This is an optimization exercise on Yosys and OpenROAD, whose aim is small area and a short achievable clock period, not a production implementation. Function was checked by simulation only, so behaviour that the tests miss may differ from the original. Power figures rest on the tool's default switching activity, not on a simulated workload.

===== design/flow/design.v =====
package video_pkg;
    localparam int PIX_W_DEF  = 16;    
    localparam int AXI_DW_DEF = 64;    
    typedef struct packed {
        logic                 frame_rst;
        logic                 frame_valid;    
        logic                 line_valid;     
        logic [PIX_W_DEF-1:0] pix;
    } pix_beat_t;
endpackage
package axi_wr_pkg;
    localparam int AXI_DW_DEF = 64;    
    localparam int AXI_AW = 32;    
    typedef struct packed {
        logic [AXI_AW-1:0] addr;
        logic [7:0]        len;       
    } wr_req_t;
    typedef struct packed {
        logic [AXI_AW-1:0] awaddr;
        logic [7:0]        awlen;
        logic [2:0]        awsize;
        logic [1:0]        awburst;
        logic              awvalid;
    } aw_chan_t;
    typedef struct packed {
        logic [AXI_DW_DEF-1:0]   wdata;
        logic [AXI_DW_DEF/8-1:0] wstrb;
        logic                    wlast;
        logic                    wvalid;
    } w_chan_t;
    typedef enum logic [1:0] {ST_IDLE, ST_WAIT_LINE, ST_REQ, ST_BUSY} line_state_e;
    typedef enum logic [1:0] {BW_IDLE, BW_ADDR, BW_DATA, BW_RESP} burst_state_e;
endpackage
`timescale 1ns/1ps
module pixel_packer
#(
    parameter int PIX_W  = video_pkg::PIX_W_DEF,
    parameter int AXI_DW = video_pkg::AXI_DW_DEF
) (
    input  logic              i_clk_axi,
    input  logic              i_rst_axi,
    input  video_pkg::pix_beat_t         i_vid,
    output logic              o_push,
    output logic [AXI_DW-1:0] o_word
);
    localparam int PACK  = AXI_DW / PIX_W;
    localparam int SEL_W = (PACK > 1) ? $clog2(PACK) : 1;
    logic [PIX_W-1:0] pix;
    logic             pix_ok;
    logic             grp_end;
    logic [SEL_W-1:0] grp_cnt;    
    assign pix     = i_vid.pix;
    assign pix_ok  = i_vid.frame_valid && i_vid.line_valid && !i_vid.frame_rst;
    assign grp_end = pix_ok && (grp_cnt == SEL_W'(PACK - 1));
    always_ff @(posedge i_clk_axi) begin
        if (i_rst_axi) begin
            grp_cnt <= '0;
            o_push  <= 1'b0;
        end else begin
            o_push <= grp_end;    
            if (!pix_ok || grp_end) begin
                grp_cnt <= '0;
            end else begin
                grp_cnt <= grp_cnt + 1'b1;
            end
        end
    end
    always_ff @(posedge i_clk_axi) begin
        if (!pix_ok) begin
            o_word <= '0;
        end else begin
            o_word <= {pix, o_word[AXI_DW-1:PIX_W]};
        end
    end
endmodule
`timescale 1ns/1ps
module line_fifo #(
    parameter int AXI_DW     = 64,
    parameter int FIFO_WORDS = 64,
    parameter int CNT_W      = $clog2(FIFO_WORDS + 1)
) (
    input  logic              i_clk_axi,
    input  logic              i_rst_axi,
    input  logic              i_flush,
    input  logic              i_push,
    input  logic [AXI_DW-1:0] i_word,
    input  logic              i_pop,
    output logic [AXI_DW-1:0] o_head,
    output logic [CNT_W-1:0]  o_count
);
    localparam int PTR_W = (FIFO_WORDS > 1) ? $clog2(FIFO_WORDS) : 1;
    logic [AXI_DW-1:0] mem [FIFO_WORDS];
    logic [PTR_W-1:0]  wr_ptr;
    logic [PTR_W-1:0]  rd_ptr;
    logic              full;
    logic              empty;
    logic              do_push;
    logic              do_pop;
    assign full    = (o_count == CNT_W'(FIFO_WORDS));
    assign empty   = (o_count == '0);
    assign do_push = i_push && !full;
    assign do_pop  = i_pop && !empty;
    assign o_head  = mem[rd_ptr];    
    always_ff @(posedge i_clk_axi) begin
        if (do_push && !i_flush) begin
            mem[wr_ptr] <= i_word;
        end
    end
    always_ff @(posedge i_clk_axi) begin
        if (i_rst_axi || i_flush) begin
            wr_ptr  <= '0;
            rd_ptr  <= '0;
            o_count <= '0;
        end else begin
            if (do_push) begin
                wr_ptr <= (wr_ptr == PTR_W'(FIFO_WORDS - 1)) ? '0 : wr_ptr + 1'b1;
            end
            if (do_pop) begin
                rd_ptr <= (rd_ptr == PTR_W'(FIFO_WORDS - 1)) ? '0 : rd_ptr + 1'b1;
            end
            case ({do_push, do_pop})
                2'b10:   o_count <= o_count + 1'b1;
                2'b01:   o_count <= o_count - 1'b1;
                default: o_count <= o_count;
            endcase
        end
    end
endmodule
`timescale 1ns/1ps
module line_write_ctrl
#(
    parameter int PIX_W      = 16,
    parameter int AXI_DW     = 64,
    parameter int XSIZE      = 64,
    parameter int XSTRIDE    = 80,
    parameter int FIFO_WORDS = 64,
    parameter int CNT_W      = $clog2(FIFO_WORDS + 1)
) (
    input  logic              i_clk_axi,
    input  logic              i_rst_axi,
    input  logic              i_frame_rst,
    input  logic [axi_wr_pkg::AXI_AW-1:0] i_base_addr,
    input  logic [CNT_W-1:0]  i_count,
    input  logic              i_done,
    output logic              o_start,
    output axi_wr_pkg::wr_req_t           o_req
);
    localparam int LINE_BEATS = XSIZE * PIX_W / AXI_DW;
    localparam int ADDR_INC   = XSTRIDE * PIX_W / 8;    
    axi_wr_pkg::line_state_e       state;
    axi_wr_pkg::line_state_e       state_n;
    logic [axi_wr_pkg::AXI_AW-1:0] base_q;
    logic [axi_wr_pkg::AXI_AW-1:0] line_addr;
    logic              frame_rst_q;
    logic              frame_fall;
    logic              fall_pend;    
    logic              line_ready;
    always_ff @(posedge i_clk_axi) begin
        base_q <= i_base_addr;
    end
    always_ff @(posedge i_clk_axi) begin
        if (i_rst_axi) begin
            frame_rst_q <= 1'b0;
        end else begin
            frame_rst_q <= i_frame_rst;
        end
    end
    assign frame_fall = frame_rst_q && !i_frame_rst;
    assign line_ready = (i_count >= CNT_W'(LINE_BEATS));
    always_comb begin
        state_n = state;
        case (state)
            axi_wr_pkg::ST_IDLE: begin
                if (frame_fall) state_n = axi_wr_pkg::ST_WAIT_LINE;    
            end
            axi_wr_pkg::ST_WAIT_LINE: begin
                if (!frame_fall && line_ready) state_n = axi_wr_pkg::ST_REQ;
            end
            axi_wr_pkg::ST_REQ: begin
                state_n = frame_fall ? axi_wr_pkg::ST_WAIT_LINE : axi_wr_pkg::ST_BUSY;
            end
            axi_wr_pkg::ST_BUSY: begin
                if (i_done) state_n = axi_wr_pkg::ST_WAIT_LINE;
            end
            default: state_n = axi_wr_pkg::ST_IDLE;
        endcase
    end
    always_ff @(posedge i_clk_axi) begin
        if (i_rst_axi) begin
            state     <= axi_wr_pkg::ST_IDLE;
            fall_pend <= 1'b0;
        end else begin
            state <= state_n;
            if (state == axi_wr_pkg::ST_BUSY && i_done) begin
                fall_pend <= 1'b0;
            end else if (state == axi_wr_pkg::ST_BUSY && frame_fall) begin
                fall_pend <= 1'b1;
            end
        end
    end
    always_ff @(posedge i_clk_axi) begin
        if (state == axi_wr_pkg::ST_BUSY) begin
            if (i_done) begin
                line_addr <= (fall_pend || frame_fall) ? base_q : line_addr + axi_wr_pkg::AXI_AW'(ADDR_INC);
            end
        end else if (frame_fall) begin
            line_addr <= base_q;
        end
    end
    assign o_start   = (state == axi_wr_pkg::ST_REQ) && !frame_fall;    
    assign o_req.addr = line_addr;
    assign o_req.len  = 8'(LINE_BEATS - 1);
endmodule
`timescale 1ns/1ps
module axi_burst_writer
#(
    parameter int AXI_DW     = 64,
    parameter int FIFO_WORDS = 64,
    parameter int CNT_W      = $clog2(FIFO_WORDS + 1)
) (
    input  logic              i_clk_axi,
    input  logic              i_rst_axi,
    input  logic              i_start,
    input  axi_wr_pkg::wr_req_t           i_req,
    input  logic [AXI_DW-1:0] i_head,
    input  logic [CNT_W-1:0]  i_count,
    output logic              o_pop,
    output axi_wr_pkg::aw_chan_t          o_aw,
    input  logic              i_awready,
    output axi_wr_pkg::w_chan_t           o_w,
    input  logic              i_wready,
    output logic              o_bready,
    input  logic              i_bvalid,
    output logic              o_done
);
    localparam logic [2:0] AW_SIZE    = 3'($clog2(AXI_DW / 8));
    localparam logic [1:0] BURST_INCR = 2'b01;
    axi_wr_pkg::burst_state_e      state;
    logic [axi_wr_pkg::AXI_AW-1:0] addr_q;
    logic [7:0]        len_q;
    logic [7:0]        beat_cnt;
    logic              awvalid_q;
    logic              wvalid;
    logic              wlast;
    assign wvalid   = (state == axi_wr_pkg::BW_DATA) && (i_count != '0);
    assign wlast    = (beat_cnt == len_q);
    assign o_pop    = wvalid && i_wready;    
    assign o_bready = (state == axi_wr_pkg::BW_RESP);
    always_ff @(posedge i_clk_axi) begin
        if (i_rst_axi) begin
            state     <= axi_wr_pkg::BW_IDLE;
            awvalid_q <= 1'b0;
            beat_cnt  <= '0;
            o_done    <= 1'b0;
        end else begin
            o_done <= 1'b0;
            case (state)
                axi_wr_pkg::BW_IDLE: begin
                    if (i_start) begin
                        awvalid_q <= 1'b1;
                        state     <= axi_wr_pkg::BW_ADDR;
                    end
                end
                axi_wr_pkg::BW_ADDR: begin
                    if (i_awready) begin
                        awvalid_q <= 1'b0;
                        beat_cnt  <= '0;
                        state     <= axi_wr_pkg::BW_DATA;
                    end
                end
                axi_wr_pkg::BW_DATA: begin
                    if (o_pop) begin
                        beat_cnt <= beat_cnt + 1'b1;
                        if (wlast) state <= axi_wr_pkg::BW_RESP;
                    end
                end
                axi_wr_pkg::BW_RESP: begin
                    if (i_bvalid) begin
                        o_done <= 1'b1;
                        state  <= axi_wr_pkg::BW_IDLE;
                    end
                end
                default: state <= axi_wr_pkg::BW_IDLE;
            endcase
        end
    end
    always_ff @(posedge i_clk_axi) begin
        if (state == axi_wr_pkg::BW_IDLE && i_start) begin
            addr_q <= i_req.addr;
            len_q  <= i_req.len;
        end
    end
    always_comb begin
        o_aw.awaddr  = addr_q;
        o_aw.awlen   = len_q;
        o_aw.awsize  = AW_SIZE;
        o_aw.awburst = BURST_INCR;
        o_aw.awvalid = awvalid_q;
        o_w.wdata    = i_head;
        o_w.wstrb    = '1;    
        o_w.wlast    = wlast;
        o_w.wvalid   = wvalid;
    end
endmodule
`timescale 1ns/1ps
module video_wr_dma
#(
    parameter int PIX_W      = video_pkg::PIX_W_DEF,
    parameter int AXI_DW     = video_pkg::AXI_DW_DEF,
    parameter int XSIZE      = 64,      
    parameter int XSTRIDE    = 80,      
    parameter int FIFO_WORDS = 64
) (
    input  logic              i_clk_axi,
    input  logic              i_rst_axi,
    input  video_pkg::pix_beat_t         i_vid,
    input  logic [axi_wr_pkg::AXI_AW-1:0] i_base_addr,
    output axi_wr_pkg::aw_chan_t          o_aw,
    input  logic              i_awready,
    output axi_wr_pkg::w_chan_t           o_w,
    input  logic              i_wready,
    output logic              o_bready,
    input  logic              i_bvalid
);
    localparam int CNT_W = $clog2(FIFO_WORDS + 1);
    logic              push;
    logic [AXI_DW-1:0] word;
    logic              pop;
    logic [AXI_DW-1:0] head;
    logic [CNT_W-1:0]  count;
    logic              start;
    logic              done;
    axi_wr_pkg::wr_req_t           req;
    pixel_packer #(.PIX_W(PIX_W), .AXI_DW(AXI_DW)) u_pixel_packer (
        .i_clk_axi (i_clk_axi),
        .i_rst_axi (i_rst_axi),
        .i_vid     (i_vid),
        .o_push    (push),
        .o_word    (word)
    );
    line_fifo #(.AXI_DW(AXI_DW), .FIFO_WORDS(FIFO_WORDS), .CNT_W(CNT_W)) u_line_fifo (
        .i_clk_axi (i_clk_axi),
        .i_rst_axi (i_rst_axi),
        .i_flush   (i_vid.frame_rst),    
        .i_push    (push),
        .i_word    (word),
        .i_pop     (pop),
        .o_head    (head),
        .o_count   (count)
    );
    line_write_ctrl #(
        .PIX_W      (PIX_W),
        .AXI_DW     (AXI_DW),
        .XSIZE      (XSIZE),
        .XSTRIDE    (XSTRIDE),
        .FIFO_WORDS (FIFO_WORDS),
        .CNT_W      (CNT_W)
    ) u_line_write_ctrl (
        .i_clk_axi   (i_clk_axi),
        .i_rst_axi   (i_rst_axi),
        .i_frame_rst (i_vid.frame_rst),
        .i_base_addr (i_base_addr),
        .i_count     (count),
        .i_done      (done),
        .o_start     (start),
        .o_req       (req)
    );
    axi_burst_writer #(.AXI_DW(AXI_DW), .FIFO_WORDS(FIFO_WORDS), .CNT_W(CNT_W)) u_burst_writer (
        .i_clk_axi (i_clk_axi),
        .i_rst_axi (i_rst_axi),
        .i_start   (start),
        .i_req     (req),
        .i_head    (head),
        .i_count   (count),
        .o_pop     (pop),
        .o_aw      (o_aw),
        .i_awready (i_awready),
        .o_w       (o_w),
        .i_wready  (i_wready),
        .o_bready  (o_bready),
        .i_bvalid  (i_bvalid),
        .o_done    (done)
    );
endmodule
`timescale 1ns/1ps
module video_wr_dma_top (
    input  logic        clk,
    input  logic        rst,
    input  logic        i_frame_rst,
    input  logic        i_frame_valid,
    input  logic        i_line_valid,
    input  logic [15:0] i_pix,
    input  logic [31:0] i_base_addr,
    output logic [31:0] o_awaddr,
    output logic [7:0]  o_awlen,
    output logic [2:0]  o_awsize,
    output logic [1:0]  o_awburst,
    output logic        o_awvalid,
    input  logic        i_awready,
    output logic [63:0] o_wdata,
    output logic [7:0]  o_wstrb,
    output logic        o_wlast,
    output logic        o_wvalid,
    input  logic        i_wready,
    output logic        o_bready,
    input  logic        i_bvalid
);
    video_pkg::pix_beat_t vid;
    axi_wr_pkg::aw_chan_t aw;
    axi_wr_pkg::w_chan_t  w;
    assign vid.frame_rst   = i_frame_rst;
    assign vid.frame_valid = i_frame_valid;
    assign vid.line_valid  = i_line_valid;
    assign vid.pix         = i_pix;
    video_wr_dma #(
        .PIX_W      (16),
        .AXI_DW     (64),
        .XSIZE      (64),
        .XSTRIDE    (80),
        .FIFO_WORDS (64)
    ) u_dma (
        .i_clk_axi   (clk),
        .i_rst_axi   (rst),
        .i_vid       (vid),
        .i_base_addr (i_base_addr),
        .o_aw        (aw),
        .i_awready   (i_awready),
        .o_w         (w),
        .i_wready    (i_wready),
        .o_bready    (o_bready),
        .i_bvalid    (i_bvalid)
    );
    assign o_awaddr  = aw.awaddr;
    assign o_awlen   = aw.awlen;
    assign o_awsize  = aw.awsize;
    assign o_awburst = aw.awburst;
    assign o_awvalid = aw.awvalid;
    assign o_wdata   = w.wdata;
    assign o_wstrb   = w.wstrb;
    assign o_wlast   = w.wlast;
    assign o_wvalid  = w.wvalid;
endmodule

===== design/flow/run.sh =====
#!/bin/bash
# synth_recipe.tcl (not shown) runs the flow's synth.tcl, then flattens the netlist and writes it again
# the make line also repeats each setting of config.mk as NAME=value (left out here)
make -C /OpenROAD-flow-scripts/flow DESIGN_CONFIG=/design/flow/config.mk WORK_HOME=/design/flow/orfs CLKGATE_MAP_FILE= SYNTH_SCRIPT=/design/flow/synth_recipe.tcl finish

===== design/flow/config.mk =====
export PLATFORM = sky130hd
export DESIGN_NAME = video_wr_dma_top
export DESIGN_NICKNAME = video_wr_dma_top
export VERILOG_FILES = /design/flow/design.v
export SDC_FILE = /design/flow/constraint.sdc
export NUM_CORES = 4
export LEC_CHECK = 0
export CAP_MARGIN = 20
export CORE_MARGIN = 2
export CORE_UTILIZATION = 40
export SLEW_MARGIN = 20

===== design/flow/constraint.sdc =====
create_clock -name core_clock -period 6.0 [get_ports {clk}]
set_input_delay 1.2000 -clock core_clock [delete_from_list [all_inputs] [get_ports {clk}]]
set_output_delay 1.2000 -clock core_clock [all_outputs]
set_load 0.01 [all_outputs]

==> reports/results.tsv <==
metric	value	unit
Final ANT Viol Nets	0	
Nets	7706	
CTS root buffer	clkbuf_16	
Die ar.	411000	µm²
power per cell area	316	nW/µm²
Distinct cells, synth	63	
final instance area	187000	µm²
fin crit share	97.6	%
leakage	57.3	nW
Worst EP arrival	4660	ps
initial antenna violation count	26	
max frequency	171	MHz
Synthesis Warnings	4	
critical-path maximum fanout	39	
Fin Hold WS	422	ps
status	no timing/DRC/antenna violations	
FILL cells	32700	
final setup violation count	0	
leading register cell type out of synthesis	edfxtp_1	
CTS Hold Buffers Added	0	
unrepaired setup endpoints after global routing	no	
port bufs	155	
commonest non-fill, non-tap cell in the layout	edfxtp_1	
DPL Wire Length	252000	µm
synthesized area per cell	22.8	µm²
Critical Path End Type	output pin	
Routability Congestion	0.785	
worst-skew pair later-pin latency	1010	ps
Max clock buf depth	4	
Die Y	641	µm
dpl cell area	173000	µm²
DR iter-0 viols	13100	
Setup WS pre-CTS	683	ps
vias in the first global route	81200	
core area	403000	µm²
Gate Count Post-Synth	7115	
Final Slew Violations	0	
# DRC	0	
Crit path largest cell delay	870	ps
via count	82400	
post-synth top area share	77.0	%
Area Growth Syn to Fin	15.2	%
row count	233	
Async SR Flop Fraction	0	%
Slew @ Worst Pin	1220	ps
clock period minus worst slack	5860	ps
Rel. slew slack	18.4	%
CTS clock-pin slew for the worst setup and hold paths	60	ps
wire length per cell	36.4	µm
Yosys reg bits	4300	
EDFF count, synth	4160	
drt total wl	489000	µm
I/O pin count	177	
first-pass GRT wire length	665000	µm
largest net degree at the start of global routing	109	
DRT Pass-1 Iters	7	
most frequent cells in the layout	4160 x edfxtp_1, 1024 x mux4_2, 433 x clkbuf_16	
Die Wd	641	µm
Critical Path, Cell by Cell	buf_4, nor2b_4, buf_4, a221oi_1, a221oi_1, clkdlybuf4s50_1	
largest cells by area after synthesis	edfxtp_1 77%, mux4_2 14%, dfxtp_1 1.7%	
Critical Path RT	4800	ps
Avg Vias per Cell	6.14	
Peak VDD IR	0.297	mV
Hold WC Path Type	flop to flop	
worst setup margin	144	ps
worst-path cell with the longest stage delay	a221oi_1	
mapped cell area	162000	µm²
gr usage total	23.4	%
Worst setup SP type	flop	
CTS tree	done	
total CTS buffers	429	
total of max-cap violations	0	
share of cells above drive strength 1	26.4	%
initial core utilization	40.2	%
Setup Skew	56.2	ps
clk sinks	4300	
gr ovfl total	0	
Setup CP Type	flop to output pin	
htree depth	5	
Yosys top cell by area	edfxtp_1	
register area share after synthesis	78.8	%
final hold violation count	0	
## path summary, 6_finish.rpt
kind,start,end,slack [ps],cells past startpoint
worst max register to register,u_dma.u_line_fifo.o_count[0]$_SDFFE_PP0P_,u_dma.u_line_fifo.mem[2][28]$_DFFE_PP_,1890,7
worst min register to register,u_dma.u_line_write_ctrl.line_addr[4]$_DFFE_PP_,u_dma.u_burst_writer.addr_q[4]$_DFFE_PP_,420,0
worst max-delay path,flop,o_wdata[17],140,6
worst min-delay path,u_dma.u_line_write_ctrl.line_addr[4]$_DFFE_PP_,u_dma.u_burst_writer.addr_q[4]$_DFFE_PP_,420,0
## cell type report
cell class | instances | area [µm²] | area share [%]
multi-input combinational | 2405 | 33000 | 17.6
inverter | 14 | 52.6 | 0.0281
antenna | 23 | 57.6 | 0.0308
timing repair buffer | 478 | 5390 | 2.88
tap | 5405 | 6760 | 3.62
clock buffer | 572 | 11500 | 6.17
sequential | 4300 | 128000 | 68.4
clock inverter | 225 | 2220 | 1.19
## critical path: cells and delay by family (launching register included)
kind / cells / cell delay (ps)
AND/OR/NAND/NOR: 1 / 630
flip-flops: 1 / 520
buffers and inverters: 3 / 1410
AO/OA/AOI/OAI: 2 / 1020
## repair_timing
action,in CTS,in global routing
setup buffers,1,1
gates resized for setup,2,1
endpoints found under the setup margin,12,1
## state kept, by name, summed over array words and instances (netlist names), 2 cells and up, named ones only
register / flops
u_dma.u_line_write_ctrl.line_addr: 32
u_dma.u_line_fifo.rd_ptr: 6
u_dma.u_burst_writer.beat_cnt: 8
u_dma.u_line_write_ctrl.base_q: 32
u_dma.u_line_fifo.wr_ptr: 6
u_dma.u_pixel_packer.grp_cnt: 2
u_dma.u_burst_writer.state: 2
u_dma.u_line_write_ctrl.state: 2
u_dma.u_burst_writer.addr_q: 32
u_dma.u_pixel_packer.o_word: 64
u_dma.u_line_fifo.mem: 4096
u_dma.u_line_fifo.o_count: 7
## through the flow
step | instances | power (W) | util (%) | TNS, ps
finish | 13400 | 0.0591 | 46.3 | 0
CTS | 13400 | 0.0595 | 46.3 | 0
detailed placement | 12600 | 0.0333 | 42.9 | 0
global placement | 12600 | 0.0333 | 42.9 | 0
floorplan | 7134 | 0.0332 | - | -630140
global route | 13400 | 0.0606 | 46.3 | 0
## power by group
part           switching, W  total (W)  leakage, nW  internal [W]
sequential        0.0000729     0.0326         39.4        0.0325
clock                0.0115     0.0264         6.70        0.0149
combinational     0.0000677   0.000123         11.1     0.0000551
total                0.0117     0.0591         57.3        0.0475
## layer usage
| layer | share of wire, % | wire length (µm) | GRT usage [%] |
|---|---|---|---|
| met1 | 39 | 189000 | 32.5 |
| met2 | 47 | 229000 | 36.8 |
| met3 | 10 | 51200 | 4.70 |
| met4 | 3.9 | 19000 | 8.47 |
| met5 | 0.020 | 97 | 0 |
## cells in the mapped netlist, types with 34 or more instances
| master | n |
|---|---|
| nor2_1 | 115 |
| o22ai_1 | 83 |
| o21ai_0 | 54 |
| and2_1 | 72 |
| nand2_1 | 82 |
| a21oi_1 | 227 |
| buf_2 | 115 |
| a22o_1 | 80 |
| edfxtp_1 | 4160 |
| mux4_2 | 1024 |
| buf_4 | 70 |
| a221oi_1 | 129 |
| buf_1 | 44 |
| clkbuf_1 | 173 |
| o221ai_1 | 88 |
| nor3_1 | 34 |
| dfxtp_1 | 140 |
| mux2i_1 | 132 |
## logic make-up after synthesis
kind of cell	Yosys count	synth area share, %
flip-flops	4300	78.8
multiplexers	1157	15.0
AO/OA/AOI/OAI	751	3.22
buffers and inverters	429	1.30
AND/OR/NAND/NOR	423	1.33
XOR/XNOR	31	0.167
adder cells (fa/ha/maj)	22	0.174
other	2	0.00463

[what the ideal ports hide]
No port has a modelled driver above. Below, the same layout with a new extraction and two added sets of constraints. Step 1 (the two cells are an assumption about what drives the block):
set clk [get_ports {clk}]
set_driving_cell -lib_cell sky130_fd_sc_hd__clkbuf_16 $clk
set_driving_cell -lib_cell sky130_fd_sc_hd__buf_2 [delete_from_list [all_inputs] $clk]
Step 2 also shifts input and output timing later by t, the mid clock arrival at the registers, as if the neighbouring blocks saw the same clock. Slacks: no drivers / after step 1 / after step 2; pairs: no drivers / after step 1.
t (ns): 1.091
setup slack, ns: 0.144 / 0.030 / 1.122
worst setup path at the end: register to output
clock arrival spread, ns: 0.067 / 0.067
pins driven straight from the clock port: 1
After both steps setup and hold are still met in this run. The setup slack of this run moves by -0.114 ns with the drivers and by +0.978 ns with both steps.
